Source: an optimization exercise on an open RTL-to-GDS flow (aim: small area and few clock cycles). Production flows keep margins and buffers that such runs may drop. Function was checked by simulation only, so behaviour that the tests miss may differ from the original. Power figures rest on the tool's default switching activity, not on a simulated workload. No driver is modelled on the clock port, so clocking that relies on it looks cheaper here than on a real chip.

==> design.v <==
`default_nettype none
module rob_top (
  input  wire                    clk,
  input  wire                    rst,
  input  wire                    dispatch_valid,
  input  wire                    dispatch_reg_write_en,
  input  wire [5-1:0]  dispatch_reg_write_addr,
  input  wire [31:0]             dispatch_pc,
  input  wire [4-1:0]       dispatch_exc,
  output logic                   rob_full,
  output logic [3-1:0]  dispatch_tag,
  input  wire                    wb_valid,
  input  wire [3-1:0]   wb_tag,
  input  wire [32-1:0]      wb_data,
  input  wire [4-1:0]       wb_exc,
  output logic                   commit_valid,
  output logic [3-1:0]  commit_tag,
  output logic                   commit_reg_write_en,
  output logic [5-1:0] commit_reg_write_addr,
  output logic [32-1:0]     commit_data,
  output logic [31:0]            commit_pc,
  output logic [4-1:0]      commit_exc,
  output logic                   flush
);
  localparam int N  = 8;
  localparam int TW = 3;
  localparam int EW = (1 + 5 + 32);
  localparam int DW = 32;
  localparam int XW = 4;
  logic [TW-1:0] head_q;
  logic [TW-1:0] tail_q;
  logic [TW:0]   count_q;
  logic [EW-1:0] entry_q [N];
  logic [DW-1:0] data_q  [N];
  logic [N-1:0]  done_q;
  logic          fv_q;
  logic [TW-1:0] ftag_q;
  logic [XW-1:0] fcode_q;
  logic          fdec_q;
  logic [N-1:0]  head_sel;
  logic [N-1:0]  tail_sel;
  logic [N-1:0]  wb_sel;
  logic          nonempty;
  logic          head_done;
  logic          wb_hit;
  logic          fault_head;
  logic          accept;
  logic          clear;
  logic [EW-1:0] head_entry;
  logic [DW-1:0] head_data;
  always_comb begin
    for (int i = 0; i < N; i++) begin
      head_sel[i] = (head_q == TW'(i));
      tail_sel[i] = (tail_q == TW'(i));
      wb_sel[i]   = wb_valid && (wb_tag == TW'(i));
    end
  end
  always_comb begin
    head_entry = '0;
    head_data  = '0;
    for (int i = 0; i < N; i++) begin
      head_entry = head_entry | ({EW{head_sel[i]}} & entry_q[i]);
      head_data  = head_data  | ({DW{head_sel[i]}} & data_q[i]);
    end
  end
  assign nonempty   = |count_q;
  assign head_done  = |(head_sel & done_q);
  assign wb_hit     = wb_valid && (wb_tag == head_q);
  assign fault_head = fv_q && (ftag_q == head_q);
  assign commit_valid = nonempty && (head_done || wb_hit);
  assign commit_tag   = head_q;
  assign {commit_reg_write_en, commit_reg_write_addr, commit_pc} = head_entry;
  assign commit_data  = wb_hit ? wb_data : ((fault_head && fdec_q) ? '0 : head_data);
  assign commit_exc   = wb_hit ? wb_exc : (fault_head ? fcode_q : '0);
  assign flush        = commit_valid && (|commit_exc);
  assign rob_full     = count_q[TW] && !commit_valid;
  assign dispatch_tag = tail_q;
  assign accept       = dispatch_valid && !rob_full && !flush;
  assign clear        = !rst || flush;
  always_ff @(posedge clk) begin
    if (clear) begin
      head_q  <= '0;
      tail_q  <= '0;
      count_q <= '0;
    end else begin
      if (commit_valid) head_q <= head_q + 1'b1;
      if (accept)       tail_q <= tail_q + 1'b1;
      count_q <= count_q + (TW+1)'(accept) - (TW+1)'(commit_valid);
    end
  end
  always_ff @(posedge clk) begin
    for (int i = 0; i < N; i++) begin
      if (tail_sel[i] && !rob_full) entry_q[i] <= {dispatch_reg_write_en, dispatch_reg_write_addr, dispatch_pc};
      if (wb_sel[i])                data_q[i]  <= wb_data;
    end
  end
  always_ff @(posedge clk) begin
    for (int i = 0; i < N; i++) begin
      if (accept && tail_sel[i]) done_q[i] <= |dispatch_exc;
      else if (wb_sel[i])        done_q[i] <= 1'b1;
    end
  end
  logic [TW-1:0] age_wb;
  logic [TW-1:0] age_f;
  assign age_wb = wb_tag - head_q;
  assign age_f  = ftag_q - head_q;
  always_ff @(posedge clk) begin
    if (clear) begin
      fv_q <= 1'b0;
    end else if (wb_valid && (|wb_exc) && (!fv_q || age_wb < age_f)) begin
      fv_q    <= 1'b1;
      ftag_q  <= wb_tag;
      fcode_q <= wb_exc;
      fdec_q  <= 1'b0;
    end else if (!fv_q && accept && (|dispatch_exc)) begin
      fv_q    <= 1'b1;
      ftag_q  <= tail_q;
      fcode_q <= dispatch_exc;
      fdec_q  <= 1'b1;
    end
  end
endmodule
`default_nettype wire
==> flow/run.sh <==
#!/bin/bash
# The standard layout (standard.sh), with these changes:
# - synthesis: the same script (synth_recipe.tcl), but ABC maps the logic with
#   flow/abc.script (area-oriented, no buffering or sizing; the resizer does
#   that after placement) in place of ORFS's abc_speed.script;
# - port buffers are the smallest buffer cell, not the delay buffer
#   buffer_ports picks by default;
# - clock tree: larger sink clusters of clkbuf_16, no dummy loads.
# The full make output is in standard.log; ORFS's per-step logs are under orfs/logs.
set -euo pipefail
here=$(pwd)
rm -rf "$here/scripts"
cp -r "$FLOW_HOME/scripts" "$here/scripts"
cp "$here/flow/abc.script" "$here/scripts/abc_speed.script"
{ echo "set ::env(SCRIPTS_DIR) $here/scripts"; cat "$here/synth_recipe.tcl"; } > "$here/own_synth.tcl"
sed -e "s#$here/synth_recipe.tcl#$here/own_synth.tcl#" standard.sh > own_standard.sh
grep -q own_synth.tcl own_standard.sh
export BUFFER_PORTS_ARGS="-buffer_cell sky130_fd_sc_hd__buf_1"
export CTS_ARGS="-sink_clustering_enable -repair_clock_nets -sink_clustering_size 30 -sink_clustering_max_diameter 60 -buf_list sky130_fd_sc_hd__clkbuf_16 -dont_use_dummy_load"
bash own_standard.sh > standard.log 2>&1
==> flow/abc.script <==
&get -n
&st
&dch
&nf
&put
topo
stime -c
==> standard.sh <==
#!/bin/bash
# synth_recipe.tcl (not shown) runs the flow's synth.tcl, then flattens the netlist and writes it again
# the make line also repeats each setting of config.mk as NAME=value (left out here)
make -C /OpenROAD-flow-scripts/flow DESIGN_CONFIG=/design/flow/config.mk WORK_HOME=/design/flow/orfs CLKGATE_MAP_FILE= SYNTH_SCRIPT=/design/flow/synth_recipe.tcl "${@:-finish}"
==> config.mk <==
export PLATFORM = sky130hd
export DESIGN_NAME = rob_top
export DESIGN_NICKNAME = rob_top
export VERILOG_FILES = /design/flow/design.v
export SDC_FILE = /design/flow/constraint.sdc
export NUM_CORES = 4
export LEC_CHECK = 0
export CAP_MARGIN = 20
export CORE_MARGIN = 2
export CORE_UTILIZATION = 65
export SLEW_MARGIN = 20
==> constraint.sdc <==
create_clock -name core_clock -period 4.0 [get_ports {clk}]
set_input_delay 0.8000 -clock core_clock [delete_from_list [all_inputs] [get_ports {clk}]]
set_output_delay 0.8000 -clock core_clock [all_outputs]
set_load 0.01 [all_outputs]
==> run summary, run 1 <==
clock latency on the worst-skew pair=0.54 ns; chip height=185 µm; reg-to-reg slack, setup=0.35 ns; worst clock skew=0.0550 ns; Setup CP Type=reg -> out; CTS tree=yes; # H-tree levels=2; Slew @ Worst Pin=0.896 ns; CP startpoint kind=flip-flop; row cnt=66; # nets final=1,466; via density per instance=6.72; Crit Reg-Reg Endpoint=count_q[2]; Max VDD drop=0.502 mV; pwr dens=633 nW/µm²; Pint=10,600 µW; switching share of power=30.1%; first-pass GRT wire length=70.6 mm; crit path capture type=output port; Max-Cap Viols=0; WL/cell=26.2 µm; commonest non-fill, non-tap cells in the layout=576 x edfxtp_1, 167 x buf_1, 115 x a222oi_1; Lkg Pwr=0.00772 µW; Die Footprint=34,300 µm²; CP startpoint=head_q[1]; Clk pwr share=22.3%; Slew Limit Fails=0; Overall Global Routing Usage=27.9%; Root Buffer=clkbuf_16; crit path to=commit_data[15]; critical-path maximum fanout=32; Pre-Repair DR Iteration Count=8; Final Non-Filler Cells=1,796; CTS buffer count=37; area share of the largest cell type after synthesis=81.1%; Post-DP HPWL=24.8 mm; critical path depth=10; Reg2Reg Depth=16; slowest stage cell, crit path=dfxtp_1; cell taking the most area after synthesis=edfxtp_1; Layout area overhead=12.8%; FF-to-FF Start=head_q[0]; vias in the first global route=12,032; CTS sink count=587; chip width=185 µm; Tcrit/Tclk final=96.4%; Vias=12,065; mapped cell area=21,300 µm²; crit path buf inv count=5; antenna viol nets, final=0; post-synth cell types=34; #FFs+latches synth=587; RD Place Congestion=0.831; status=finished clean; clk buf depth=3; fin area=24,100 µm²; cell mode on critical path=buf_4; CP delay by family, top=buffers and inverters; combinational power share=26.7%; share of layout cells above drive strength 1=8.50%; Synthesis Warnings=3; WL final=47.1 mm; clock slew at reported path FFs=0.07 ns; initial DRC count=1,670; Critical Path RT=3.20 ns; sequential share of power=51.0%; total global routing overflow=0; slowest cell delay on critical path=0.39 ns; worst min path class=reg -> reg; commonest non-fill, non-tap cell in the layout=edfxtp_1; core area=32,500 µm²; Fmax achieved=0.259 GHz; Fin. Hold Viols=0; Initial Utilization=65.7%; crit path cell chain=clkinv_1 > buf_4 > ha_1 > and3_1 > and2_4 > buf_4 > a21oi_4 > buf_4 > a22o_1 > buf_1; pin count of the biggest net entering global routing=71; CP arrival=3.06 ns; placed cell count=1,753; post-place instance area=23,100 µm²; drt drc=0; cts hold-fix bufs=0; final-report setup violation count=0; syn avg cell area=19.4 µm²; Syn Nets=1,213; Switch Pwr=4590 µW; Final min period=3.86 ns; overall power=15,200 µW; fillcell total=1,993; ranking of synthesized cells by area=edfxtp_1 81%, a222oi_1 5.4%, a22oi_1 2.4%, nand3_1 1.6%, a22o_1 1.4%; Slew headroom=40.2%; port bufs=167; sequential share of the synthesized area=82.1%; total negative slack=0 ns; worst hold slack=0.492 ns; initial antenna violation count=3; cell count after synthesis=1,102; Ports=168
## cell usage after synthesis (all sizes together)
| cell type | count |
|---|---|
| a2111oi | 1 |
| dfxtp | 11 |
| nand2b | 2 |
| edfxtp | 576 |
| and2 | 5 |
| fa | 3 |
| nand4 | 7 |
| a221o | 25 |
| a22o | 34 |
| xor2 | 4 |
| and3b | 1 |
| clkinv | 32 |
| o21bai | 2 |
| nand3b | 1 |
| nor3 | 2 |
| mux2i | 2 |
| and3 | 4 |
| o21ai | 4 |
| a21oi | 9 |
| mux2 | 4 |
| nand3 | 67 |
| nand2 | 47 |
| ha | 23 |
| a222oi | 115 |
| o41ai | 1 |
| nor4 | 1 |
| xnor2 | 3 |
| nor2b | 6 |
| a22oi | 68 |
| a21o | 3 |
| a211oi | 3 |
| a221oi | 7 |
| nor2 | 25 |
| o22ai | 4 |
## state kept, by name, summed over array words and instances, names as in the netlist
| signal | flops |
|---|---|
| count_q | 4 |
| data_q | 256 |
| done_q | 8 |
| entry_q | 304 |
| fcode_q | 4 |
| fdec_q | 1 |
| ftag_q | 3 |
| fv_q | 1 |
| head_q | 3 |
| tail_q | 3 |
## kinds of logic (layout without fill, tap and decap cells)
kind of cell,Yosys count,after routing,share of synthesized area (%)
AO/OA/AOI/OAI,276,276,11.4
other,0,1,0
AND/OR/NAND/NOR,168,169,3.69
multiplexers,6,6,0.305
adder cells (fa/ha/maj),26,26,1.63
XOR/XNOR,7,7,0.287
flip-flops,587,587,82.1
buffers and inverters,32,282,0.563
## metrics by stage
step           setup WS, ns  util (%)
2_1_floorplan        -0.208         -
5_1_grt             -0.0144      74.2
4_1_cts             0.00335      74.0
3_5_place_dp          0.166      71.1
6_report              0.144      74.2
3_3_place_gp          0.275      71.1
## worst min path at each step
stage	startpoint	endpoint	slack (ns)	cells after the start
floorplan	fv_q	fv_q	0.45	2
global placement	fv_q	fv_q	0.47	2
detailed placement	fv_q	fv_q	0.48	2
CTS	fv_q	fv_q	0.49	2
global route	fv_q	fv_q	0.55	2
finish	fv_q	fv_q	0.49	2
## worst register-to-register path, stage by stage, from the launching register on
cell and delay [ns]:
dfxtp_1 0.34, ha_1 0.28, ha_4 0.20, a22o_1 0.23, a2111oi_0 0.37, buf_4 0.18, nand3b_1 0.10, and2_2 0.29
a211oi_4 0.28, clkinv_2 0.09, ha_1 0.27, clkinv_1 0.05, ha_1 0.15, clkinv_1 0.09, fa_1 0.41, xor2_1 0.14
nor2_1 0.05
## per-layer routing
| layer | vias up | global-route usage [%] | part of all wire, % |
|---|---|---|---|
| li1 | 5297 | - | - |
| met2 | 626 | 44.9 | 48 |
| met5 | - | 0 | 0.023 |
| met4 | 2 | 6.13 | 1.7 |
| met3 | 58 | 4.88 | 9.3 |
| met1 | 6082 | 41.1 | 41 |
## timing repair
item,CTS,global route
endpoints found under the setup margin,1,16
resized for setup,0,5
hold endpoints to repair,0,0
cloned,1,0
setup buffers,0,4
pin swaps,0,1
## cell type report
type	instances	area, µm²	share of cell area (%)
Clock buffer	37	926	3.85
Multi-Input combinational cell	484	3910	16.2
Inverter	32	121	0.504
Sequential cell	587	17500	72.8
Antenna cell	1	2.50	0.0104
Tap cell	442	553	2.30
Timing Repair Buffer	213	1040	4.31
## power by group through the flow
stage / Combinational [µW] / Sequential, µW / Clock [µW]
5_1_grt: 4490 / 7830 / 3610
3_3_place_gp: 4010 / 7880 / 0
6_report: 4060 / 7770 / 3390
4_1_cts: 4090 / 7780 / 3420
2_1_floorplan: 2430 / 7890 / 0
3_5_place_dp: 4050 / 7910 / 0
Testbench counts, summed over its fixed seeds: cycles 23,465.
==> inputs of run 2 (changes only) <==
--- a/flow/run.sh
+++ b/flow/run.sh
@@ -18,3 +18,3 @@
 export BUFFER_PORTS_ARGS="-buffer_cell sky130_fd_sc_hd__buf_1"
-export CTS_ARGS="-sink_clustering_enable -repair_clock_nets -sink_clustering_size 30 -sink_clustering_max_diameter 60 -buf_list sky130_fd_sc_hd__clkbuf_16 -dont_use_dummy_load"
+export CTS_ARGS="-sink_clustering_enable -repair_clock_nets -sink_clustering_size 30 -sink_clustering_max_diameter 100 -buf_list sky130_fd_sc_hd__clkbuf_16 -dont_use_dummy_load"
 bash own_standard.sh > standard.log 2>&1
--- a/config.mk
+++ b/config.mk
@@ -7,5 +7,5 @@
 export LEC_CHECK = 0
-export CAP_MARGIN = 20
+export CAP_MARGIN = 10
 export CORE_MARGIN = 2
-export CORE_UTILIZATION = 65
-export SLEW_MARGIN = 20
+export CORE_UTILIZATION = 75
+export SLEW_MARGIN = 10
==> run 2 against run 1 <==
Compared with the run above: area after synthesis is the same; wire length is 1.3% lower; largest power group unchanged; clock-buffer cell count down 14; still clean on timing, DRC and antenna; final area decreased by 2.0%; utilization rose by 10 points; clock skew fell by 0.020 ns; non-clock buffer count fell by 6; fmax grew 1.8%; critical path depth shrank 1; global-route usage rose by 3.0 points; hold slack improved by 0.0010 ns; via count rose by 2.2%.
==> run summary, run 2 <==
clock slew at reported path FFs=0.11 ns; biggest regs=entry_q x304, data_q x256, done_q x8; CTS buffer count=23; Tcrit/Tclk final=94.7%; pwr dens=613 nW/µm²; antenna viol nets, final=0; RD Place Congestion=0.887; Pre-Repair DR Iteration Count=10; commonest cells in the netlist=576 x edfxtp_1, 115 x a222oi_1, 68 x a22oi_1; asr flop ratio synth=0%; Final Non-Filler Cells=1,711; Overall Global Routing Usage=31.0%; Root Buffer=clkbuf_16; core area=27,900 µm²; RSZ-0062 raised after global routing=false; commonest non-fill, non-tap cell in the layout=edfxtp_1; HP Start=fv_q; Fmax achieved=0.264 GHz; Vias=12,326; WL final=46.5 mm; worst hold slack=0.493 ns; # nets final=1,445; Die Footprint=29,800 µm²; cell with the most instances after synthesis=edfxtp_1; CP startpoint=head_q[1]; Slew @ Worst Pin=0.779 ns; Post-DP HPWL=25.0 mm; Post-synth top flop=edfxtp_1; via density per instance=7.20; critical-path maximum fanout=32; Syn Nets=1,213; drt drc=0; # H-tree levels=1; area share of the largest cell type after synthesis=81.1%; clk buf depth=3; first-pass GRT wire length=69.7 mm; commonest non-fill, non-tap cells in the layout=576 x edfxtp_1, 167 x buf_1, 115 x a222oi_1; Lkg Pwr=0.00751 µW; Ports=168; #FFs+latches synth=587; initial DRC count=2,240; share of layout cells above drive strength 1=7.21%; largest reg by FF count=entry_q; worst clock skew=0.0345 ns; CTS sink count=587; final-report setup violation count=0; Setup CP Type=reg -> out; FF-to-FF Start=head_q[2]; initial antenna violation count=2; CP arrival=2.99 ns; Slew Limit Fails=0; CP startpoint kind=flip-flop; pin count of the biggest net entering global routing=71; EDFF count, synth=576; mapped cell area=21,300 µm²; row cnt=61; max reg flops=304; Final min period=3.79 ns; status=finished clean; post-synth cell types=34; cts hold-fix bufs=0; overall power=14,500 µW; CTS tree=yes; cell count after synthesis=1,102; sequential share of the synthesized area=82.1%; Slew headroom=48.0%; Critical Path RT=3.20 ns; crit path capture type=output port; Synthesis Warnings=3; Max VDD drop=0.465 mV; cell taking the most area after synthesis=edfxtp_1; port bufs=167; WL/cell=27.2 µm; worst min path class=reg -> reg; chip width=173 µm; total global routing overflow=0; Fin. Hold Viols=0; placed cell count=1,687; chip height=173 µm; Initial Utilization=76.4%; syn avg cell area=19.4 µm²; Layout area overhead=10.6%; vias in the first global route=12,129; clock latency on the worst-skew pair=0.56 ns; Max-Cap Viols=0; ranking of synthesized cells by area=edfxtp_1 81%, a222oi_1 5.4%, a22oi_1 2.4%, nand3_1 1.6%, a22o_1 1.4%
==> run 2: where the power goes <==
| part | leakage (µW) | total, µW | switching, µW | internal (µW) |
|---|---|---|---|---|
| logic | 0.00189 | 4020 | 2630 | 1390 |
| clock network | 0.000283 | 2650 | 1610 | 1040 |
| registers | 0.00534 | 7790 | 220 | 7570 |
==> run 2: cell type report <==
class	instances	area (µm²)
fill	1307	4340
tap	378	473
antenna	1	2.50
inverter	32	121
clock buffer	23	576
multi-input combinational	483	3910
sequential	587	17500
timing repair buffer	207	992
==> run 2: worst paths after layout <==
path	end	slack, ns	cells past startpoint
max	commit_data[20]	0.21	9
max reg2reg	count_q[2]	0.38	15
min	fv_q	0.49	2
min reg2reg	fv_q	0.49	2
==> run 2: cells by family (layout without fill, tap and decap cells) <==
kind of cell               after synthesis  after routing  share of synthesized area [%]
other                                    0              1                              0
AOI/OAI and AO/OA                      276            276                           11.4
DFF                                    587            587                           82.1
xor gates and xnor gates                 7              7                          0.287
adders and majority gates               26             26                           1.63
muxes                                    6              6                          0.305
and+or+nand+nor                        168            168                           3.69
buffers and inverters                   32            262                          0.563
==> run 2: through the flow <==
stage	utilization [%]	setup slack (ns)	setup TNS, ns	cell area, µm²
2_1_floorplan	-	-0.208	-42.82	21400
5_1_grt	84.4	0.0151	0	23600
3_3_place_gp	82.3	0.275	0	23000
6_report	84.5	0.212	0	23600
3_5_place_dp	82.3	0.139	0	23000
4_1_cts	84.4	0.0525	0	23600
==> run 2: timing repair <==
action                                  CTS  global route
endpoints found under the setup margin    7             9
setup buffers                             0             0
gates resized for setup                   4             8
==> run 2: critical path, cell delays in order (launching register included) <==
cell,delay [ns]
dfxtp_1,0.40
clkinv_1,0.17
ha_1,0.30
and3_1,0.18
and2_4,0.19
buf_4,0.26
a21oi_4,0.15
buf_4,0.37
a22o_1,0.22
buf_1,0.16
==> run 2: layer usage <==
layer	GRT usage (%)	share of wire, %	vias up
met5	0	0.028	-
met4	8.26	1.7	2
met3	4.29	12	77
met2	50.4	50	860
met1	45.8	37	6129
li1	-	-	5258
==> inputs of run 3 (changes only) <==
--- a/design.v
+++ b/design.v
@@ -29,5 +29,7 @@
   localparam int XW = 4;
-  logic [TW-1:0] head_q;
-  logic [TW-1:0] tail_q;
-  logic [TW:0]   count_q;
+  logic [TW:0]   head_q;
+  logic [TW:0]   tail_q;
+  logic [TW-1:0] head_tag;
+  logic [TW-1:0] tail_tag;
+  logic          full;
   logic [EW-1:0] entry_q [N];
@@ -52,4 +54,4 @@
     for (int i = 0; i < N; i++) begin
-      head_sel[i] = (head_q == TW'(i));
-      tail_sel[i] = (tail_q == TW'(i));
+      head_sel[i] = (head_tag == TW'(i));
+      tail_sel[i] = (tail_tag == TW'(i));
       wb_sel[i]   = wb_valid && (wb_tag == TW'(i));
@@ -65,8 +67,11 @@
   end
-  assign nonempty   = |count_q;
+  assign head_tag   = head_q[TW-1:0];
+  assign tail_tag   = tail_q[TW-1:0];
+  assign nonempty   = (head_q != tail_q);
+  assign full       = (head_tag == tail_tag) && (head_q[TW] != tail_q[TW]);
   assign head_done  = |(head_sel & done_q);
-  assign wb_hit     = wb_valid && (wb_tag == head_q);
-  assign fault_head = fv_q && (ftag_q == head_q);
+  assign wb_hit     = wb_valid && (wb_tag == head_tag);
+  assign fault_head = fv_q && (ftag_q == head_tag);
   assign commit_valid = nonempty && (head_done || wb_hit);
-  assign commit_tag   = head_q;
+  assign commit_tag   = head_tag;
   assign {commit_reg_write_en, commit_reg_write_addr, commit_pc} = head_entry;
@@ -75,4 +80,4 @@
   assign flush        = commit_valid && (|commit_exc);
-  assign rob_full     = count_q[TW] && !commit_valid;
-  assign dispatch_tag = tail_q;
+  assign rob_full     = full && !commit_valid;
+  assign dispatch_tag = tail_tag;
   assign accept       = dispatch_valid && !rob_full && !flush;
@@ -83,3 +88,2 @@
       tail_q  <= '0;
-      count_q <= '0;
     end else begin
@@ -87,3 +91,2 @@
       if (accept)       tail_q <= tail_q + 1'b1;
-      count_q <= count_q + (TW+1)'(accept) - (TW+1)'(commit_valid);
     end
@@ -104,4 +107,4 @@
   logic [TW-1:0] age_f;
-  assign age_wb = wb_tag - head_q;
-  assign age_f  = ftag_q - head_q;
+  assign age_wb = wb_tag - head_tag;
+  assign age_f  = ftag_q - head_tag;
   always_ff @(posedge clk) begin
@@ -116,3 +119,3 @@
       fv_q    <= 1'b1;
-      ftag_q  <= tail_q;
+      ftag_q  <= tail_tag;
       fcode_q <= dispatch_exc;
==> flow/abc.script (replaced) <==
&get -n
&st
&syn2
&dch
&nf -R 1000 -p -F 8 -A 4
&put
topo
stime -c
--- a/config.mk
+++ b/config.mk
@@ -9,3 +9,4 @@
 export CORE_MARGIN = 2
-export CORE_UTILIZATION = 75
+export CORE_UTILIZATION = 82
+export PLACE_DENSITY = 0.9
 export SLEW_MARGIN = 10
==> run 3 against run 2 <==
Compared with the run above: the flow now stops in 3_5_place_dp; synthesized cell count fell by 3.3%; area after synthesis fell by 0.87%.
==> run summary, run 3 <==
EDFF count, synth=576; Syn Nets=1,171; commonest cells in the netlist=576 x edfxtp_1, 140 x a222oi_1, 81 x nand3_1; sequential share of the synthesized area=82.6%; Post-DP HPWL=29.3 mm; chip height=165 µm; #FFs+latches synth=585; row cnt=58; Post-synth top flop=edfxtp_1; area share of the largest cell type after synthesis=81.8%; error msg=[ERROR DPL-0033] detailed placement checks failed during check placement.; chip width=165 µm; Ports=168; ranking of synthesized cells by area=edfxtp_1 82%, a222oi_1 6.6%, a22oi_1 2.4%, nand3_1 1.9%, a22o_1 1.4%; stopping stage=3_5_place_dp; RD Place Congestion=0.894; mapped cell area=21,200 µm²; port bufs=167; Initial Utilization=83.8%; cell taking the most area after synthesis=edfxtp_1; post-synth cell types=33; status=did not finish; asr flop ratio synth=0%; cell with the most instances after synthesis=edfxtp_1; cell count after synthesis=1,066; Synthesis Warnings=3; syn avg cell area=19.8 µm²
==> run 3: power groups by stage <==
stage	Clock (µW)	Combinational (µW)	Sequential (µW)
2_1_floorplan	0	2590	7770
3_3_place_gp	0	4170	7770
==> run 3: cell families after synthesis <==
family                   Yosys count  synth area share (%)
buffers and inverters             22                 0.497
AO/OA/AOI/OAI                    269                  11.3
multiplexers                       5                 0.260
XOR/XNOR                          12                 0.497
AND/OR/NAND/NOR                  153                  3.52
flip-flops                       585                  82.6
adder cells (fa/ha/maj)           20                  1.25
==> run 3: through the flow <==
stage | hold slack [ns] | std cells | power (µW) | setup slack (ns)
3_3_place_gp | 0.522 | 1594 | 11900 | 0.538
2_1_floorplan | 0.481 | 1066 | 10400 | 0.0484
==> run 3: worst max-delay path by stage <==
| stage | startpoint | endpoint | slack (ns) | cells past startpoint |
|---|---|---|---|---|
| floorplan | head_q[1] | fcode_q[0] | 0.05 | 14 |
| global placement | wb_tag[0] | entry_q[7][35] | 0.54 | 11 |
Testbench counts of run 3, summed over its fixed seeds: cycles 23,465.
==> inputs of run 4 (changes only) <==
--- a/config.mk
+++ b/config.mk
@@ -9,4 +9,3 @@
 export CORE_MARGIN = 2
-export CORE_UTILIZATION = 82
-export PLACE_DENSITY = 0.9
+export CORE_UTILIZATION = 75
 export SLEW_MARGIN = 10
==> run 4 against run 3 <==
Compared with the run above: now clean on timing, DRC and antenna; area after synthesis is the same; synthesized cell count did not move.
==> run summary, run 4 <==
pwr dens=628 nW/µm²; Vias=12,110; total negative slack=0 ns; reg-to-reg slack, setup=0.61 ns; Slew Limit Fails=0; Fin. Hold Viols=0; commonest non-fill, non-tap cell in the layout=edfxtp_1; commonest cells in the netlist=576 x edfxtp_1, 140 x a222oi_1, 81 x nand3_1; drt drc=0; Tcrit/Tclk final=96.0%; cell taking the most area after synthesis=edfxtp_1; via density per instance=7.30; Crit Reg-Reg Endpoint=done_q[6]; Layout area overhead=10.7%; max reg flops=304; CTS tree=yes; setup bufs post-CTS=0; combinational power share=29.8%; largest reg by FF count=entry_q; FF-to-FF Start=head_q[0]; Max VDD drop=0.652 mV; Setup CP Type=reg -> out; area share of the largest cell type after synthesis=81.8%; critical-path maximum fanout=42; status=finished clean; Slew headroom=39.2%; chip width=172 µm; Fmax achieved=0.260 GHz; mapped cell area=21,200 µm²; Initial Utilization=76.1%; clk buf depth=3; biggest regs=entry_q x304, data_q x256, done_q x8; WL final=45.8 mm; CP startpoint=head_q[0]; clock latency on the worst-skew pair=0.57 ns; Reg2Reg Depth=14; row cnt=61; clock slew at reported path FFs=0.11 ns; Root Buffer=clkbuf_16; crit path to=commit_pc[26]; CTS buffer count=23; final-report setup violation count=0; M1 WL=16.5 mm; Final min period=3.84 ns; RSZ-0062 raised after global routing=false; crit path capture type=output port; vias in the first global route=11,859; Syn Nets=1,171; WL/cell=27.6 µm; flip-flop and latch area=17,500 µm²; initial antenna violation count=3; first-pass GRT wire length=67.4 mm; Post-DP HPWL=23.4 mm; Pre-Repair DR Iteration Count=10; Lkg Pwr=0.00738 µW; fillcell total=1,332; switching share of power=31.9%; syn avg cell area=19.8 µm²; Max Used Layer=met5; Max-Cap Viols=0; Clk pwr share=18.0%; asr flop ratio synth=0%; Ports=168; worst clock skew=0.0508 ns; Slew @ Worst Pin=0.910 ns; # H-tree levels=1; Die Footprint=29,600 µm²; total global routing overflow=0; share of layout cells above drive strength 1=6.95%; Switch Pwr=4680 µW; CTS sink count=585; port bufs=167; commonest non-fill, non-tap cells in the layout=576 x edfxtp_1, 167 x buf_1, 140 x a222oi_1; pin count of the biggest net entering global routing=71; post-synth cell types=33; Overall Global Routing Usage=31.1%; # nets final=1,388; met2 WL post-DR=23.0 mm; chip height=172 µm; worst min path class=reg -> reg; Synthesis Warnings=3; core area=27,800 µm²; sequential share of power=52.2%; ranking of synthesized cells by area=edfxtp_1 82%, a222oi_1 6.6%, a22oi_1 2.4%, nand3_1 1.9%, a22o_1 1.4%; fin area=23,400 µm²; Post-synth top flop=edfxtp_1; #FFs+latches synth=585; post-place instance area=22,800 µm²; CP arrival=3.04 ns; sequential share of the synthesized area=82.6%; multi-input logic area=3770 µm²; cell with the most instances after synthesis=edfxtp_1; initial DRC count=2,235; antenna viol nets, final=0; Critical Path RT=3.20 ns; CP startpoint kind=flip-flop; RD Place Congestion=0.852; Pint=10,000 µW; cell count after synthesis=1,066; wire length on met3=5.24 mm; EDFF count, synth=576
## run 4: cell counts after synthesis
Identical to the previous run, type by type.
## run 4: logic make-up after synthesis
logic type / count (synthesis) / share of synthesized area (%)
AO/OA/AOI/OAI: 269 / 11.3
AND/OR/NAND/NOR: 153 / 3.52
flip-flops: 585 / 82.6
buffers and inverters: 22 / 0.497
adder cells (fa/ha/maj): 20 / 1.25
multiplexers: 5 / 0.260
XOR/XNOR: 12 / 0.497
## run 4: area by class of cell
cell class	instances	share of cell area (%)
Sequential cell	585	74.6
Multi-Input combinational cell	459	16.1
Timing Repair Buffer	198	4.50
Clock buffer	23	2.46
Tap cell	378	2.02
Inverter	16	0.262
Antenna cell	1	0.0107
## run 4: layer usage
| layer | vias to the layer above | global-route usage [%] |
|---|---|---|
| met1 | 5984 | 43.3 |
| li1 | 5138 | - |
| met4 | 4 | 10.6 |
| met3 | 94 | 4.53 |
| met5 | - | 0 |
| met2 | 890 | 51.8 |
## run 4: power groups by stage
stage / Clock, µW / Sequential, µW / Combinational (µW)
after floorplan: 0 / 7770 / 2590
final: 2640 / 7670 / 4390
after global placement: 0 / 7760 / 4260
after detailed placement: 0 / 7810 / 4340
after global routing: 2830 / 7720 / 4760
after CTS: 2640 / 7670 / 4380
## run 4: through the flow
stage / setup WS (ns) / total power, µW / util (%) / std cells / hold slack (ns)
6_report: 0.161 / 14700 / 84.3 / 1660 / 0.556
4_1_cts: 0.0823 / 14700 / 84.3 / 1659 / 0.555
3_5_place_dp: 0.252 / 12100 / 82.2 / 1636 / 0.526
5_1_grt: 0.0396 / 15300 / 84.3 / 1660 / 0.562
2_1_floorplan: 0.0484 / 10400 / - / 1066 / 0.481
3_3_place_gp: 0.373 / 12000 / 82.2 / 1636 / 0.521
## run 4: critical path: stages, from the launching register on
cell	delay, ns
dfxtp_2	0.42
clkinv_1	0.17
ha_1	0.25
and2_4	0.16
buf_4	0.31
buf_6	0.31
a222oi_1	0.43
nand3_1	0.25
buf_1	0.19
## run 4: how the worst min path moves through the flow
stage / slack, ns / startpoint / endpoint / cells past startpoint
2_1_floorplan: 0.48 / fv_q / fv_q / 2
3_3_place_gp: 0.52 / head_q[3] / head_q[3] / 2
3_5_place_dp: 0.53 / head_q[3] / head_q[3] / 2
4_1_cts: 0.55 / tail_q[3] / tail_q[3] / 2
5_1_grt: 0.56 / dispatch_pc[4] / entry_q[6][4] / 1
6_report: 0.56 / head_q[3] / head_q[3] / 2
## run 4: timing repair
item,CTS,global route
gates resized for setup,4,3
hold buffers,0,0
setup endpoints to repair,10,3
==> inputs of run 5 (changes only) <==
--- a/config.mk
+++ b/config.mk
@@ -7,5 +7,5 @@
 export LEC_CHECK = 0
-export CAP_MARGIN = 10
+export CAP_MARGIN = 0
 export CORE_MARGIN = 2
 export CORE_UTILIZATION = 75
-export SLEW_MARGIN = 10
+export SLEW_MARGIN = 0
==> run 5 against run 4 <==
Compared with the run above: global-route usage unchanged; via count unchanged; utilization unchanged; critical path depth unchanged; sequential cell count unchanged; sequential share of layout area unchanged; clock power about the same; hold slack unchanged; clock skew unchanged; largest cell class unchanged; largest power group unchanged; highest routed layer unchanged.
==> run summary, run 5 <==
Synth Area in Compound Gates=11.3%; pin count of the biggest net entering global routing=71; Syn Nets=1,171; cell taking the most area after synthesis=edfxtp_1; RSZ-0062 raised after global routing=false; proportion of synthesized area in mux cells=0.260%; reg-to-reg slack, setup=0.61 ns; CTS tree=yes; CP arrival=3.04 ns; RD Place Congestion=0.852; commonest non-fill, non-tap cell in the layout=edfxtp_1; GR Layer Usage met1=43.3%; Ports=168; sequential share of the synthesized area=82.6%; crit path cell chain=clkinv_1 > ha_1 > and2_4 > buf_4 > buf_6 > a222oi_1 > nand3_1 > buf_1; final-report setup violation count=0; # H-tree levels=1; cell count after synthesis=1,066; worst clock skew=0.0508 ns; Synth Area in XOR/XNOR=0.497%; Critical Path RT=3.20 ns; asr flop ratio synth=0%; Root Buffer=clkbuf_16; slowest stage cell, crit path=a222oi_1; share of layout cells above drive strength 1=6.95%; Synthesis Warnings=3; Vias=12,110; CP startpoint kind=flip-flop; CTS buffer count=23; FF-to-FF Start=head_q[0]; Final Non-Filler Cells=1,660; port bufs=167; post-synth cell types=33; core area=27,800 µm²; most used routing layer=met2; slowest cell delay on critical path=0.43 ns; Final min period=3.84 ns; area share of the largest cell type after synthesis=81.8%; post-synthesis adder-cell area fraction=1.25%; Max VDD drop=0.652 mV; chip height=172 µm; pwr dens=628 nW/µm²; CTS sink count=585; Setup CP Type=reg -> out; Worst Hold Path EP=head_q[3]; Post-synth top flop=edfxtp_1; met2 Usage GRT=51.8%; M3 GR Usage=4.53%; commonest cells in the netlist=576 x edfxtp_1, 140 x a222oi_1, 81 x nand3_1; # nets final=1,388; Lkg Pwr=0.00738 µW; via density per instance=7.30; Layout area overhead=10.7%; Pre-Repair DR Iteration Count=10; status=finished clean; cell count of the worst hold path=2; Overall Global Routing Usage=31.1%; Slew Limit Fails=0; Initial Utilization=76.1%; vias in the first global route=11,859; Slew @ Worst Pin=0.910 ns; Fin. Hold Viols=0; row cnt=61; clk buf depth=3; Post-DP HPWL=23.4 mm; drt drc=0; largest reg by FF count=entry_q; placed cell count=1,636; largest family of logic cells by synthesized area=compound AO/OA/AOI/OAI gates; cell with the most instances after synthesis=edfxtp_1; Max-Cap Viols=0; Tcrit/Tclk final=96.0%; antenna viol nets, final=0; total global routing overflow=0; Post-Synth Simple-Gate Area=3.52%; Reg2Reg Depth=14; total negative slack=0 ns; syn avg cell area=19.8 µm²; setup bufs post-CTS=0; crit path capture type=output port; WL/cell=27.6 µm; biggest regs=entry_q x304, data_q x256, done_q x8; Slew headroom=39.2%; mapped cell area=21,200 µm²; critical-path maximum fanout=42; EDFF count, synth=576; Die Footprint=29,600 µm²; ranking of synthesized cells by area=edfxtp_1 82%, a222oi_1 6.6%, a22oi_1 2.4%, nand3_1 1.9%, a22o_1 1.4%; initial antenna violation count=3; chip width=172 µm; initial DRC count=2,235; commonest non-fill, non-tap cells in the layout=576 x edfxtp_1, 167 x buf_1, 140 x a222oi_1; clock latency on the worst-skew pair=0.57 ns; WL final=45.8 mm; final core occ=84.3%; Crit Reg-Reg Endpoint=done_q[6]; Fmax achieved=0.260 GHz; #FFs+latches synth=585; first-pass GRT wire length=67.4 mm; HP Start=head_q[3]; worst min path class=reg -> reg; max reg flops=304; clock slew at reported path FFs=0.11 ns
run 5: cell counts after synthesis:
No cell type changed its count.
run 5: final cells by class:
class | instances | area, µm²
Antenna cell | 1 | 2.50
Multi-Input combinational cell | 459 | 3770
Inverter | 16 | 61.3
Timing Repair Buffer | 198 | 1050
Sequential cell | 585 | 17500
Tap cell | 378 | 473
Fill cell | 1332 | 4360
Clock buffer | 23 | 576
run 5: worst max-delay path: cells and delay by family, from the launching register on:
| kind | cells | cell delay (ns) |
|---|---|---|
| and+or+nand+nor | 2 | 0.41 |
| DFF | 1 | 0.42 |
| buffers and inverters | 4 | 0.98 |
| adders and majority gates | 1 | 0.25 |
| AOI/OAI and AO/OA | 1 | 0.43 |
run 5: cell families (layout without fill, tap and decap cells):
| kind of cell | count (synthesis) | count (layout) |
|---|---|---|
| multiplexers | 5 | 5 |
| buffers and inverters | 22 | 237 |
| adder cells (fa/ha/maj) | 20 | 20 |
| AND/OR/NAND/NOR | 153 | 153 |
| AO/OA/AOI/OAI | 269 | 269 |
| flip-flops | 585 | 585 |
| other | 0 | 1 |
| XOR/XNOR | 12 | 12 |
run 5: how the worst max path moves through the flow:
stage	startpoint	end	slack (ns)	cells past startpoint
6_report	head_q[0]	commit_pc[26]	0.16	8
2_1_floorplan	head_q[1]	fcode_q[0]	0.05	14
3_5_place_dp	head_q[1]	done_q[1]	0.25	14
4_1_cts	head_q[1]	rob_full	0.08	10
5_1_grt	head_q[0]	rob_full	0.04	10
3_3_place_gp	head_q[1]	fcode_q[1]	0.37	14
run 5: power breakdown:
part / switching [µW] / internal (µW) / leakage (µW)
registers: 208 / 7470 / 0.00532
logic: 2870 / 1510 / 0.00177
clock network: 1600 / 1040 / 0.000283
total: 4680 / 10000 / 0.00738
run 5: stage by stage:
stage          hold slack (ns)  cell area (µm²)  worst slack [ns]  power, µW
2_1_floorplan            0.481            21300            0.0484      10400
3_3_place_gp             0.521            22800             0.373      12000
3_5_place_dp             0.526            22800             0.252      12100
4_1_cts                  0.555            23400            0.0823      14700
5_1_grt                  0.562            23400            0.0396      15300
6_report                 0.556            23400             0.161      14700
run 5: metal layers:
layer  routed length [µm]  vias to the layer above
met1                16500                     5984
met5                   25                        -
met2                23000                      890
li1                     -                     5138
met3                 5240                       94
met4                 1060                        4
run 5: timing repair:
item	CTS	global route
endpoints found under the setup margin	10	3
resized for setup	4	3
endpoints found under the hold margin	0	0
cloned	0	0
hold buffers	0	0
==> inputs of run 6 (changes only) <==
--- a/flow/run.sh
+++ b/flow/run.sh
@@ -18,3 +18,3 @@
 export BUFFER_PORTS_ARGS="-buffer_cell sky130_fd_sc_hd__buf_1"
-export CTS_ARGS="-sink_clustering_enable -repair_clock_nets -sink_clustering_size 30 -sink_clustering_max_diameter 100 -buf_list sky130_fd_sc_hd__clkbuf_16 -dont_use_dummy_load"
+export CTS_ARGS="-sink_clustering_enable -repair_clock_nets -sink_clustering_size 33 -sink_clustering_max_diameter 110 -buf_list sky130_fd_sc_hd__clkbuf_16 -dont_use_dummy_load"
 bash own_standard.sh > standard.log 2>&1
--- a/config.mk
+++ b/config.mk
@@ -7,5 +7,6 @@
 export LEC_CHECK = 0
-export CAP_MARGIN = 0
+export CAP_MARGIN = 10
 export CORE_MARGIN = 2
 export CORE_UTILIZATION = 75
-export SLEW_MARGIN = 0
+export GPL_TIMING_DRIVEN = 0
+export SLEW_MARGIN = 10
==> run 6 against run 5 <==
Compared with the run above: power grew 3.9%; setup slack lost 0.13 ns; area after synthesis is the same; sequential power is essentially flat; combinational power grew 15%; clock power shrank 3%; wire length grew 14%; still clean; largest power group unchanged; register-to-register slack lost 0.32 ns; highest routed layer is now met4; clock-buffer cell count shrank 2.
==> run summary, run 6 <==
cell count after synthesis=1,066; Root Buffer=clkbuf_16; commonest non-fill, non-tap cells in the layout=576 x edfxtp_1, 167 x buf_1, 140 x a222oi_1; sequential share of the synthesized area=82.6%; max reg flops=304; fillcell total=1,222; mapped cell area=21,200 µm²; clk buf depth=3; cell with the most instances after synthesis=edfxtp_1; EDFF count, synth=576; M3 GR Usage=6.39%; CTS buffer count=21; final-report setup violation count=0; Final min period=3.97 ns; first-pass GRT wire length=74.7 mm; status=finished clean; chip width=172 µm; met2 Usage GRT=55.8%; Max VDD drop=0.639 mV; pwr dens=638 nW/µm²; Switch Pwr=5040 µW; RD Place Congestion=0.760; crit path capture type=output port; Critical Path RT=3.20 ns; Tcrit/Tclk final=99.2%; sequential share of power=50.3%; RSZ-0062 raised after global routing=true; Slew @ Worst Pin=1.20 ns; Syn Nets=1,171; CP startpoint kind=flip-flop; Overall Global Routing Usage=35.0%; Synthesis Warnings=3; WL final=52.3 mm; row cnt=61; Max-Cap Viols=0; drt drc=0; Post-DP HPWL=27.3 mm; slowest cell delay on critical path=0.46 ns; Die Footprint=29,600 µm²; vias in the first global route=12,514; cell taking the most area after synthesis=edfxtp_1; initial antenna violation count=2; Ports=168; Layout area overhead=13.3%; syn avg cell area=19.8 µm²; # H-tree levels=1; placed cell count=1,646; Slew Limit Fails=0; pin count of the biggest net entering global routing=49; Pre-Repair DR Iteration Count=7; Fmax achieved=0.252 GHz; ranking of synthesized cells by area=edfxtp_1 82%, a222oi_1 6.6%, a22oi_1 2.4%, nand3_1 1.9%, a22o_1 1.4%; area share of the largest cell type after synthesis=81.8%; CP arrival=3.17 ns; asr flop ratio synth=0%; switching share of power=33.0%; share of layout cells above drive strength 1=9.89%; critical-path maximum fanout=18; commonest cells in the netlist=576 x edfxtp_1, 140 x a222oi_1, 81 x nand3_1; initial DRC count=2,478; total global routing overflow=0; clock slew at reported path FFs=0.12 ns; CTS sink count=585; Pint=10,200 µW; core area=27,800 µm²; CTS tree=yes; largest reg by FF count=entry_q; worst min path class=reg -> reg; crit path cell chain=clkinvlp_4 > ha_4 > and2_4 > a222oi_1 > nand3_1 > o22ai_4 > clkinv_2 > nor3b_4 > buf_1; antenna viol nets, final=0; # nets final=1,422; Slew headroom=20.1%; overall power=15,300 µW; chip height=172 µm; most used routing layer=met2; GR Layer Usage met1=50.2%; combinational power share=33.0%; Final Non-Filler Cells=1,696; worst setup margin=0.0310 ns; Post-synth top flop=edfxtp_1; Lkg Pwr=0.00759 µW; Clk pwr share=16.7%; worst clock skew=0.0390 ns; Setup CP Type=reg -> out; #FFs+latches synth=585; Setup WS pre-CTS=-0.980 ns; Fin. Hold Viols=0; Initial Utilization=76.1%; clock latency on the worst-skew pair=0.57 ns; port bufs=167; post-synth cell types=33; biggest regs=entry_q x304, data_q x256, done_q x8; Vias=12,666; WL/cell=30.9 µm; final core occ=86.2%; commonest non-fill, non-tap cell in the layout=edfxtp_1; cts hold-fix bufs=0; slowest stage cell, crit path=a222oi_1; via density per instance=7.47
[run 6: worst max-delay path: cells and delay by family (launching register included)]
family | cells | cell delay [ns]
AOI/OAI and AO/OA | 2 | 0.67
adders and majority gates | 1 | 0.25
buffers and inverters | 3 | 0.50
DFF | 1 | 0.44
and+or+nand+nor | 3 | 0.76
[run 6: final timing paths]
path	start	to	slack [ns]	cells after the start
worst min register to register	fv_q	fv_q	0.55	2
worst min-delay path	fv_q	fv_q	0.55	2
worst max-delay path	head_q[0]	rob_full	0.03	9
worst max register to register	head_q[0]	fcode_q[3]	0.29	13
[run 6: logic make-up after synthesis]
group                      after synthesis  share of synthesized area [%]
AOI/OAI and AO/OA                      269                           11.3
xor gates and xnor gates                12                          0.497
adders and majority gates               20                           1.25
buffers and inverters                   22                          0.497
DFF                                    585                           82.6
muxes                                    5                          0.260
and+or+nand+nor                        153                           3.52
[run 6: layer usage]
metal | part of all wire (%) | routed length [µm]
met1 | 34 | 17800
met4 | 3.8 | 1980
met3 | 13 | 7020
met2 | 49 | 25500
met5 | 0 | 0
[run 6: layout make-up]
class                      count  area (µm²)  share of cell area [%]
inverter                      16        70.1                   0.292
timing repair buffer         219        1430                    5.95
multi-input combinational    468        3930                    16.4
clock buffer                  21         526                    2.19
sequential                   585       17500                    73.0
antenna                        3        7.51                  0.0313
tap                          378         473                    1.97
buffer                         6        45.0                   0.188
[run 6: metrics by stage]
stage	instance area, µm²	hold slack, ns	setup TNS [ns]
final	24000	0.555	0
after global routing	24000	0.561	-0.0295
after CTS	23900	0.541	0
after detailed placement	23100	0.511	-193.40
after global placement	22400	0.508	-826.62
after floorplan	21300	0.481	0
[run 6: power groups by stage]
| stage | Sequential (µW) | Clock, µW | Combinational (µW) |
|---|---|---|---|
| floorplan | 7770 | 0 | 2590 |
| global placement | 7820 | 0 | 4100 |
| detailed placement | 7830 | 0 | 4570 |
| CTS | 7690 | 2540 | 4840 |
| global route | 7730 | 2730 | 5360 |
| finish | 7690 | 2550 | 5040 |
[run 6: timing repair]
| item | in CTS | in global routing |
|---|---|---|
| gates resized for setup | 14 | 6 |
| cloned | 9 | 0 |
| endpoints found under the setup margin | 372 | 16 |
| pin swaps | 10 | 4 |
| buffers inserted | 8 | 9 |

re-timing with driven ports:
The results above use ideal ports. As a check the final layouts listed here were re-extracted and re-timed, cells and wires unchanged.
Step 1, drivers: a clkbuf_16 drives clk and a buf_2 each remaining input, both assumed.
Step 2 also shifts input and output timing later by t, the mid clock arrival at the registers, as if the neighbouring blocks saw the same clock.
Three values: ideal, step 1, step 2; two values: the first two.
run	t (ns)	slack for setup (ns)	worst setup path at the end	pins driven straight from the clock port
run 1	0.568	0.144 / 0.088 / 0.185	input to register	1
run 2	0.595	0.212 / 0.157 / 0.172	input to register	1
run 4	0.593	0.161 / 0.110 / 0.448	input to register	1
run 5	0.593	0.161 / 0.110 / 0.448	input to register	1
run 6	0.589	0.031 / -0.020 / -0.122	input to register	1
Met with ideal ports but missed after step 2: setup timing in run 6. For run 6, which loses most, drivers alone change the setup slack by -0.051 ns; drivers and shift together by -0.153 ns.
